What follows belongs to an exercise in optimizing a design on an open flow for small area; a production flow would make more cautious choices.
Where RTL was checked, it was by simulation tests only, not by an equivalence proof against the original.

==> inputs of garnet <==
// gameTop
module gameTop
(
   input  logic        clk,
   input  logic        reset_n,
   input  logic [3:0]  pad1,
   input  logic [3:0]  pad2,
   input  logic        wbCyc,
   input  logic        wbStb,
   input  logic        wbWe,
   input  logic [2:0]  wbAdr,
   input  logic [31:0] wbDatW,
   output logic [31:0] wbDatR,
   output logic        wbAck,
   output logic [24:0] view1,
   output logic [24:0] view2,
   output logic [1:0]  frameSync
);
   logic eof, sof, step1, upd1, step2, upd2;
   logic [9:0] speed1, speed2, speed1Next, speed2Next;
   logic [21:0] pos1, pos2;
   assign frameSync = {sof, eof};
   frameTimer timer
   (
      .clk(clk), .reset_n(reset_n), .eof(eof), .sof(sof), .step1(step1), .upd1(upd1),
      .step2(step2), .upd2(upd2)
   );
   gameRegs regs
   (
      .clk(clk), .reset_n(reset_n), .wbCyc(wbCyc), .wbStb(wbStb), .wbWe(wbWe),
      .wbAdr(wbAdr), .wbDatW(wbDatW), .eof(eof), .pos1(pos1), .pos2(pos2),
      .wbDatR(wbDatR), .wbAck(wbAck), .speed1(speed1), .speed2(speed2),
      .speed1Next(speed1Next), .speed2Next(speed2Next)
   );
   gameController controller
   (
      .clk(clk), .reset_n(reset_n), .step1(step1), .upd1(upd1), .step2(step2),
      .upd2(upd2), .pad1(pad1), .pad2(pad2), .speed1(speed1), .speed2(speed2),
      .speed1Next(speed1Next), .speed2Next(speed2Next), .pos1(pos1), .pos2(pos2),
      .view1(view1), .view2(view2)
   );
endmodule
==> module playerMotion, before the edit <==
module playerMotion
(
   input  logic        clk,
   input  logic        reset_n,
   input  logic        step1,
   input  logic        step2,
   input  logic [3:0]  keys1,
   input  logic [3:0]  keys2,
   input  logic [9:0]  speed1,
   input  logic [9:0]  speed2,
   input  logic [9:0]  speed1Next,
   input  logic [9:0]  speed2Next,
   input  logic        shown1,
   input  logic        shown2,
   output logic [21:0] pos1,
   output logic [21:0] pos2,
   output logic        moving1,
   output logic        moving2,
   output logic        axisY1,
   output logic        axisY2,
   output logic        negDir1,
   output logic        negDir2
);
   logic [5:0] tileX1, tileY1, tileX2, tileY2;
   logic [8:0] offset1, offset2;
   logic [8:0] stride1, stride2;
   logic       sel;
   logic [8:0] offset;
   logic [8:0] stride;
   logic [3:0] keys;
   logic       moving;
   logic       axReg;
   logic       ngReg;
   logic       fast;
   logic [5:0] tileSel;
   logic        anyKey;
   logic        keyAxisY;
   logic        keyNeg;
   logic        curAxisY;
   logic        curNeg;
   logic        active;
   logic [8:0]  offsetNew;
   logic        done;
   logic        tileInc;
   logic        tileDec;
   logic        tileWrite;
   logic [6:0]  tc;
   logic [5:0]  tileNew;
   assign moving1 = |offset1;
   assign moving2 = |offset2;
   assign sel = step2;
   assign offset = sel ? offset2 : offset1;
   assign stride = sel ? stride2 : stride1;
   assign keys = sel ? keys2 : keys1;
   assign moving = sel ? moving2 : moving1;
   assign axReg = sel ? axisY2 : axisY1;
   assign ngReg = sel ? negDir2 : negDir1;
   assign fast = sel ? speed2[9] : speed1[9];
   assign anyKey = |keys;
   assign keyAxisY = keys[3] | keys[2];
   assign keyNeg = keys[3] | (~keys[2] & ~keys[1] & keys[0]);
   assign curAxisY = moving ? axReg : keyAxisY;
   assign curNeg = moving ? ngReg : keyNeg;
   assign active = (step1 | step2) & (moving | anyKey);
   logic [8:0] opBx;
   logic [9:0] cy;
   logic [8:0] sum;
   assign opBx = stride ^ {9{curNeg}};
   assign cy[0] = curNeg;
   genvar i;
   generate
      for (i = 0; i < 9; i++)
      begin : g_add
         assign sum[i] = offset[i] ^ opBx[i] ^ cy[i];
         assign cy[i+1] = (offset[i] & opBx[i]) | (cy[i] & (offset[i] ^ opBx[i]));
      end
   endgenerate
   assign done = moving ? (cy[9] ^ curNeg) : fast;
   assign offsetNew = done ? 9'd0 : sum;
   assign tileInc = ~curNeg & done;
   assign tileDec = curNeg & ~moving;
   assign tileWrite = active & (tileInc | tileDec);
   always_comb
   begin
      case ({sel, curAxisY})
         2'b00: tileSel = tileX1;
         2'b01: tileSel = tileY1;
         2'b10: tileSel = tileX2;
         default: tileSel = tileY2;
      endcase
   end
   assign tc[0] = 1'b1;
   generate
      for (i = 0; i < 6; i++)
      begin : g_tile
         assign tc[i+1] = tc[i] & (tileSel[i] ^ tileDec);
      end
   endgenerate
   assign tileNew = tileSel ^ tc[5:0];
   always_ff @(posedge clk)
   begin
      if (!moving1 && !shown1)
      begin
         axisY1 <= keys1[3] | keys1[2];
         negDir1 <= keys1[3] | (~keys1[2] & ~keys1[1] & keys1[0]);
      end
      if (!moving2 && !shown2)
      begin
         axisY2 <= keys2[3] | keys2[2];
         negDir2 <= keys2[3] | (~keys2[2] & ~keys2[1] & keys2[0]);
      end
      if (!moving1 && !step1)
         stride1 <= speed1Next[8:0];
      if (!moving2 && !step2)
         stride2 <= speed2Next[8:0];
   end
   always_ff @(posedge clk or negedge reset_n)
   begin
      if (!reset_n)
      begin
         tileX1 <= 6'd4;
         tileY1 <= 6'd4;
         offset1 <= '0;
      end
      else if (step1 && active)
      begin
         offset1 <= offsetNew;
         if (tileWrite & ~curAxisY)
            tileX1 <= tileNew;
         if (tileWrite & curAxisY)
            tileY1 <= tileNew;
      end
   end
   always_ff @(posedge clk or negedge reset_n)
   begin
      if (!reset_n)
      begin
         tileX2 <= 6'd14;
         tileY2 <= 6'd14;
         offset2 <= '0;
      end
      else if (step2 && active)
      begin
         offset2 <= offsetNew;
         if (tileWrite & ~curAxisY)
            tileX2 <= tileNew;
         if (tileWrite & curAxisY)
            tileY2 <= tileNew;
      end
   end
   assign pos1 = {tileX1, offset1[8:4] & {5{~axisY1}}, tileY1, offset1[8:4] & {5{axisY1}}};
   assign pos2 = {tileX2, offset2[8:4] & {5{~axisY2}}, tileY2, offset2[8:4] & {5{axisY2}}};
endmodule
==> module gameController, before the edit <==
module gameController
(
   input  logic        clk,
   input  logic        reset_n,
   input  logic        step1,
   input  logic        upd1,
   input  logic        step2,
   input  logic        upd2,
   input  logic [3:0]  pad1,
   input  logic [3:0]  pad2,
   input  logic [9:0]  speed1,
   input  logic [9:0]  speed2,
   input  logic [9:0]  speed1Next,
   input  logic [9:0]  speed2Next,
   output logic [21:0] pos1,
   output logic [21:0] pos2,
   output logic [24:0] view1,
   output logic [24:0] view2
);
   logic moving1, moving2, axis1, axis2, neg1, neg2, shown1, shown2;
   logic [2:0] sprite1, sprite2;
   playerMotion motion
   (
      .clk(clk), .reset_n(reset_n), .step1(step1), .step2(step2), .keys1(pad1),
      .keys2(pad2), .speed1(speed1), .speed2(speed2), .speed1Next(speed1Next),
      .speed2Next(speed2Next), .shown1(shown1), .shown2(shown2), .pos1(pos1),
      .pos2(pos2), .moving1(moving1), .moving2(moving2), .axisY1(axis1),
      .axisY2(axis2), .negDir1(neg1), .negDir2(neg2)
   );
   spriteAnimator anim1
   (
      .clk(clk), .reset_n(reset_n), .update(upd1), .moving(moving1), .axisY(axis1),
      .negDir(neg1), .shown(shown1), .sprite(sprite1)
   );
   spriteAnimator anim2
   (
      .clk(clk), .reset_n(reset_n), .update(upd2), .moving(moving2), .axisY(axis2),
      .negDir(neg2), .shown(shown2), .sprite(sprite2)
   );
   assign view1 = {pos1, sprite1};
   assign view2 = {pos2, sprite2};
endmodule
clock: 10.0 ns
lec_check: 0
cap_margin: 20
core_margin: 2
core_utilization: 40
slew_margin: 20
standard.sh (not shown) runs the stock make flow with config.mk's settings and CLKGATE_MAP_FILE= SYNTH_SCRIPT=/design/flow/synth_recipe.tcl, a recipe that flattens the netlist after the stock synthesis.
==> flow/flow/run.sh <==
#!/bin/bash
# Standard ORFS layout with three changes: the standard synthesis netlist's
# combinational logic is re-mapped for area (flow/remap.tcl, registers kept
# as they are), ports get plain buf_1 buffers, and the clock tree is built
# from small clock buffers without dummy loads.
set -euo pipefail
ARGS=(
  "BUFFER_PORTS_ARGS=-buffer_cell sky130_fd_sc_hd__buf_1"
  "CTS_ARGS=-sink_clustering_enable -repair_clock_nets -dont_use_dummy_load -sink_clustering_size 10 -buf_list {sky130_fd_sc_hd__clkbuf_2 sky130_fd_sc_hd__clkbuf_4}"
)
RES="$PWD/orfs/results/$FLOW_PLATFORM/gameTop/base"
bash standard.sh "${ARGS[@]}" synth > synth.log 2>&1
cp "$RES/1_2_yosys.v" "$RES/1_2_yosys_standard.v"
REMAP_LIB="$FLOW_HOME/platforms/$FLOW_PLATFORM/lib/sky130_fd_sc_hd__tt_025C_1v80.lib" \
REMAP_IN="$RES/1_2_yosys_standard.v" REMAP_OUT="$RES/1_2_yosys.v" REMAP_TOP="$FLOW_TOP" \
  "$FLOW_HOME/../tools/install/yosys/bin/yosys" -c flow/remap.tcl > remap.log 2>&1
rm -f "$RES/1_synth.odb"
bash standard.sh "${ARGS[@]}" finish > finish.log 2>&1
==> flow/flow/remap.tcl <==
# Re-map the combinational logic of the standard synthesis netlist for area.
# Flip-flops, half/full adders and tie cells stay as they are (blackboxes), so
# every register keeps its name and cell type; the rest is flattened into
# generic gates and mapped again by ABC with an area-oriented script.
yosys -import
set L $::env(REMAP_LIB)
read_liberty -ignore_miss_func $L
# Cells the mapping may not use: the platform's don't-use cells and the
# clock and delay cells
set du {}
foreach c [split [string trim [tee -q -s result.string select -list-mod =*lpflow* =*probe* =*clkdly* =*dlygate* =*dlymetal* =*clkbuf* =*clkinv*]] "\n"] {
  lappend du -dont_use $c
}
set keep [split [string trim [tee -q -s result.string select -list-mod =sky130_fd_sc_hd__df* =sky130_fd_sc_hd__edf* =sky130_fd_sc_hd__sdf* =sky130_fd_sc_hd__dl* =sky130_fd_sc_hd__ha_* =sky130_fd_sc_hd__fa_* =sky130_fd_sc_hd__conb*]] "\n"]
blackbox {*}$keep
read_verilog $::env(REMAP_IN)
hierarchy -top $::env(REMAP_TOP)
flatten
# Names of the cells' inner nets are not kept
yosys rename -hide w:_*_.*
opt -purge
set r "&st;&syn2;&dch;&nf -R 1000 -p"
abc -liberty $L {*}$du -script "+strash;&get -n;$r;$r;&put"
opt_clean -purge
# The cells are library cells from here on
delete =sky130_fd_sc_hd__*
read_liberty -lib $L
hilomap -singleton -hicell sky130_fd_sc_hd__conb_1 HI -locell sky130_fd_sc_hd__conb_1 LO
insbuf -buf sky130_fd_sc_hd__buf_1 A X
check -assert -mapped
tee -o $::env(REMAP_OUT).stat stat -liberty $L
write_verilog -noattr -nohex -nodec $::env(REMAP_OUT)
==> ember: changes against garnet <==
--- a/flow/flow/remap.tcl
+++ b/flow/flow/remap.tcl
@@ -1,7 +1,8 @@
 # Re-map the combinational logic of the standard synthesis netlist for area.
 # Flip-flops, half/full adders and tie cells stay as they are (blackboxes), so
 # every register keeps its name and cell type; the rest is flattened into
-# generic gates and mapped again by ABC with an area-oriented script.
+# generic gates and mapped again by ABC with its area-only standard cell
+# mapper (amap).
 yosys -import
 set L $::env(REMAP_LIB)
 read_liberty -ignore_miss_func $L
@@ -19,8 +20,7 @@
 # Names of the cells' inner nets are not kept
 yosys rename -hide w:_*_.*
 opt -purge
-set r "&st;&syn2;&dch;&nf -R 1000 -p"
-abc -liberty $L {*}$du -script "+strash;&get -n;$r;$r;&put"
+abc -liberty $L {*}$du -script "+strash;&get -n;&st;&syn2;&dch;&put;amap -F 4 -A 8"
 opt_clean -purge
 # The cells are library cells from here on
 delete =sky130_fd_sc_hd__*
--- a/flow/config.mk
+++ b/flow/config.mk
@@ -7,5 +7,5 @@
 export LEC_CHECK = 0
 export CAP_MARGIN = 20
 export CORE_MARGIN = 2
-export CORE_UTILIZATION = 40
+export CORE_UTILIZATION = 65
 export SLEW_MARGIN = 20
==> violet: changes against garnet <==
--- a/flow/design.v
+++ b/flow/design.v
@@ -88,157 +88,96 @@
 endmodule
 `timescale 1ns/1ps
 module playerMotion
+#(
+   parameter logic [5:0] startTileX = 6'd4,
+   parameter logic [5:0] startTileY = 6'd4
+)
 (
    input  logic        clk,
    input  logic        reset_n,
-   input  logic        step1,
-   input  logic        step2,
-   input  logic [3:0]  keys1,
-   input  logic [3:0]  keys2,
-   input  logic [9:0]  speed1,
-   input  logic [9:0]  speed2,
-   input  logic [9:0]  speed1Next,
-   input  logic [9:0]  speed2Next,
-   input  logic        shown1,
-   input  logic        shown2,
-   output logic [21:0] pos1,
-   output logic [21:0] pos2,
-   output logic        moving1,
-   output logic        moving2,
-   output logic        axisY1,
-   output logic        axisY2,
-   output logic        negDir1,
-   output logic        negDir2
+   input  logic        step,
+   input  logic [3:0]  keys,
+   input  logic [9:0]  speed,
+   input  logic [9:0]  speedNext,
+   input  logic        shown,
+   output logic [21:0] pos,
+   output logic        moving,
+   output logic        axisY,
+   output logic        negDir
 );
-   logic [5:0] tileX1, tileY1, tileX2, tileY2;
-   logic [8:0] offset1, offset2;
-   logic [8:0] stride1, stride2;
-   logic       sel;
-   logic [8:0] offset;
-   logic [8:0] stride;
-   logic [3:0] keys;
-   logic       moving;
-   logic       axReg;
-   logic       ngReg;
-   logic       fast;
-   logic [5:0] tileSel;
+   logic [5:0]  tileX;
+   logic [5:0]  tileY;
+   logic [8:0]  offset;
+   logic [8:0]  stride;
    logic        anyKey;
    logic        keyAxisY;
    logic        keyNeg;
    logic        curAxisY;
    logic        curNeg;
    logic        active;
-   logic [8:0]  offsetNew;
+   logic [8:0]  opB;
+   logic [9:0]  cy;
+   logic [8:0]  sum;
    logic        done;
    logic        tileInc;
    logic        tileDec;
-   logic        tileWrite;
-   logic [6:0]  tc;
-   logic [5:0]  tileNew;
-   assign moving1 = |offset1;
-   assign moving2 = |offset2;
-   assign sel = step2;
-   assign offset = sel ? offset2 : offset1;
-   assign stride = sel ? stride2 : stride1;
-   assign keys = sel ? keys2 : keys1;
-   assign moving = sel ? moving2 : moving1;
-   assign axReg = sel ? axisY2 : axisY1;
-   assign ngReg = sel ? negDir2 : negDir1;
-   assign fast = sel ? speed2[9] : speed1[9];
+   logic [6:0]  tcX;
+   logic [6:0]  tcY;
+   assign moving = |offset;
    assign anyKey = |keys;
    assign keyAxisY = keys[3] | keys[2];
    assign keyNeg = keys[3] | (~keys[2] & ~keys[1] & keys[0]);
-   assign curAxisY = moving ? axReg : keyAxisY;
-   assign curNeg = moving ? ngReg : keyNeg;
-   assign active = (step1 | step2) & (moving | anyKey);
-   logic [8:0] opBx;
-   logic [9:0] cy;
-   logic [8:0] sum;
-   assign opBx = stride ^ {9{curNeg}};
+   assign curAxisY = moving ? axisY : keyAxisY;
+   assign curNeg = moving ? negDir : keyNeg;
+   assign active = step & (moving | anyKey);
+   assign opB = (stride & {9{active}}) ^ {9{curNeg}};
    assign cy[0] = curNeg;
    genvar i;
    generate
       for (i = 0; i < 9; i++)
       begin : g_add
-         assign sum[i] = offset[i] ^ opBx[i] ^ cy[i];
-         assign cy[i+1] = (offset[i] & opBx[i]) | (cy[i] & (offset[i] ^ opBx[i]));
+         assign sum[i] = offset[i] ^ opB[i] ^ cy[i];
+         assign cy[i+1] = (offset[i] & opB[i]) | (cy[i] & (offset[i] ^ opB[i]));
       end
    endgenerate
-   assign done = moving ? (cy[9] ^ curNeg) : fast;
-   assign offsetNew = done ? 9'd0 : sum;
+   assign done = active & (moving ? (cy[9] ^ curNeg) : speed[9]);
    assign tileInc = ~curNeg & done;
-   assign tileDec = curNeg & ~moving;
-   assign tileWrite = active & (tileInc | tileDec);
-   always_comb
-   begin
-      case ({sel, curAxisY})
-         2'b00: tileSel = tileX1;
-         2'b01: tileSel = tileY1;
-         2'b10: tileSel = tileX2;
-         default: tileSel = tileY2;
-      endcase
-   end
-   assign tc[0] = 1'b1;
+   assign tileDec = curNeg & ~moving & active;
+   assign tcX[0] = (tileInc | tileDec) & ~curAxisY;
+   assign tcY[0] = (tileInc | tileDec) & curAxisY;
    generate
       for (i = 0; i < 6; i++)
       begin : g_tile
-         assign tc[i+1] = tc[i] & (tileSel[i] ^ tileDec);
+         assign tcX[i+1] = tcX[i] & (tileX[i] ^ tileDec);
+         assign tcY[i+1] = tcY[i] & (tileY[i] ^ tileDec);
       end
    endgenerate
-   assign tileNew = tileSel ^ tc[5:0];
    always_ff @(posedge clk)
    begin
-      if (!moving1 && !shown1)
+      if (!moving && !shown)
       begin
-         axisY1 <= keys1[3] | keys1[2];
-         negDir1 <= keys1[3] | (~keys1[2] & ~keys1[1] & keys1[0]);
+         axisY <= keyAxisY;
+         negDir <= keyNeg;
       end
-      if (!moving2 && !shown2)
-      begin
-         axisY2 <= keys2[3] | keys2[2];
-         negDir2 <= keys2[3] | (~keys2[2] & ~keys2[1] & keys2[0]);
-      end
-      if (!moving1 && !step1)
-         stride1 <= speed1Next[8:0];
-      if (!moving2 && !step2)
-         stride2 <= speed2Next[8:0];
+      if (!moving && !step)
+         stride <= speedNext[8:0];
    end
    always_ff @(posedge clk or negedge reset_n)
    begin
       if (!reset_n)
       begin
-         tileX1 <= 6'd4;
-         tileY1 <= 6'd4;
-         offset1 <= '0;
+         tileX <= startTileX;
+         tileY <= startTileY;
+         offset <= '0;
       end
-      else if (step1 && active)
+      else
       begin
-         offset1 <= offsetNew;
-         if (tileWrite & ~curAxisY)
-            tileX1 <= tileNew;
-         if (tileWrite & curAxisY)
-            tileY1 <= tileNew;
+         tileX <= tileX ^ tcX[5:0];
+         tileY <= tileY ^ tcY[5:0];
+         offset <= done ? 9'd0 : sum;
       end
    end
-   always_ff @(posedge clk or negedge reset_n)
-   begin
-      if (!reset_n)
-      begin
-         tileX2 <= 6'd14;
-         tileY2 <= 6'd14;
-         offset2 <= '0;
-      end
-      else if (step2 && active)
-      begin
-         offset2 <= offsetNew;
-         if (tileWrite & ~curAxisY)
-            tileX2 <= tileNew;
-         if (tileWrite & curAxisY)
-            tileY2 <= tileNew;
-      end
-   end
-   assign pos1 = {tileX1, offset1[8:4] & {5{~axisY1}}, tileY1, offset1[8:4] & {5{axisY1}}};
-   assign pos2 = {tileX2, offset2[8:4] & {5{~axisY2}}, tileY2, offset2[8:4] & {5{axisY2}}};
+   assign pos = {tileX, offset[8:4] & {5{~axisY}}, tileY, offset[8:4] & {5{axisY}}};
 endmodule
 `timescale 1ns/1ps
 module spriteAnimator
@@ -300,13 +239,15 @@
 );
    logic moving1, moving2, axis1, axis2, neg1, neg2, shown1, shown2;
    logic [2:0] sprite1, sprite2;
-   playerMotion motion
+   playerMotion #(.startTileX(6'd4), .startTileY(6'd4)) motion1
+   (
+      .clk(clk), .reset_n(reset_n), .step(step1), .keys(pad1), .speed(speed1),
+      .speedNext(speed1Next), .shown(shown1), .pos(pos1), .moving(moving1), .axisY(axis1), .negDir(neg1)
+   );
+   playerMotion #(.startTileX(6'd14), .startTileY(6'd14)) motion2
    (
-      .clk(clk), .reset_n(reset_n), .step1(step1), .step2(step2), .keys1(pad1),
-      .keys2(pad2), .speed1(speed1), .speed2(speed2), .speed1Next(speed1Next),
-      .speed2Next(speed2Next), .shown1(shown1), .shown2(shown2), .pos1(pos1),
-      .pos2(pos2), .moving1(moving1), .moving2(moving2), .axisY1(axis1),
-      .axisY2(axis2), .negDir1(neg1), .negDir2(neg2)
+      .clk(clk), .reset_n(reset_n), .step(step2), .keys(pad2), .speed(speed2),
+      .speedNext(speed2Next), .shown(shown2), .pos(pos2), .moving(moving2), .axisY(axis2), .negDir(neg2)
    );
    spriteAnimator anim1
    (
==> notes <==
Clock-buffer cell count is the same in garnet and ember. Between garnet and violet, the lower synthesized cell count is in violet (gap about 1.6%, measured against violet). The highest register-to-register slack belongs to violet, the lowest to ember. In flip-flop and latch count, violet and ember do not differ.
Only the layout flow was run in violet; the RTL was not checked for function there.

[re-timing with driven ports]
In the flow no input, the clock included, has a driving cell. The finished layouts below were timed again as built, in two steps.
Step 1: set_driving_cell puts a clkbuf_16 on clk and a buf_2 on each other input, an assumption about the parent block.
Step 2 adds t to the input delays and takes it off the output delays; t is the mean of the earliest and latest rising clock arrival at the registers after step 1. Input paths then give back, and output paths get back, about the clock's delay inside the block.
Slacks: ideal ports / drivers / drivers and shift; pairs: ideal ports / drivers.
run	t (ns)	slack for setup (ns)	cell pins on the clock port's net
garnet	0.577	1.882 / 1.901 / 1.324	1
ember	0.574	1.323 / 1.335 / 0.761	1
violet	0.577	2.362 / 2.362 / 2.296	1
After both steps every run listed still meets setup and hold. For ember, which loses most, drivers alone change the setup slack by +0.012 ns; drivers and shift together by -0.562 ns.
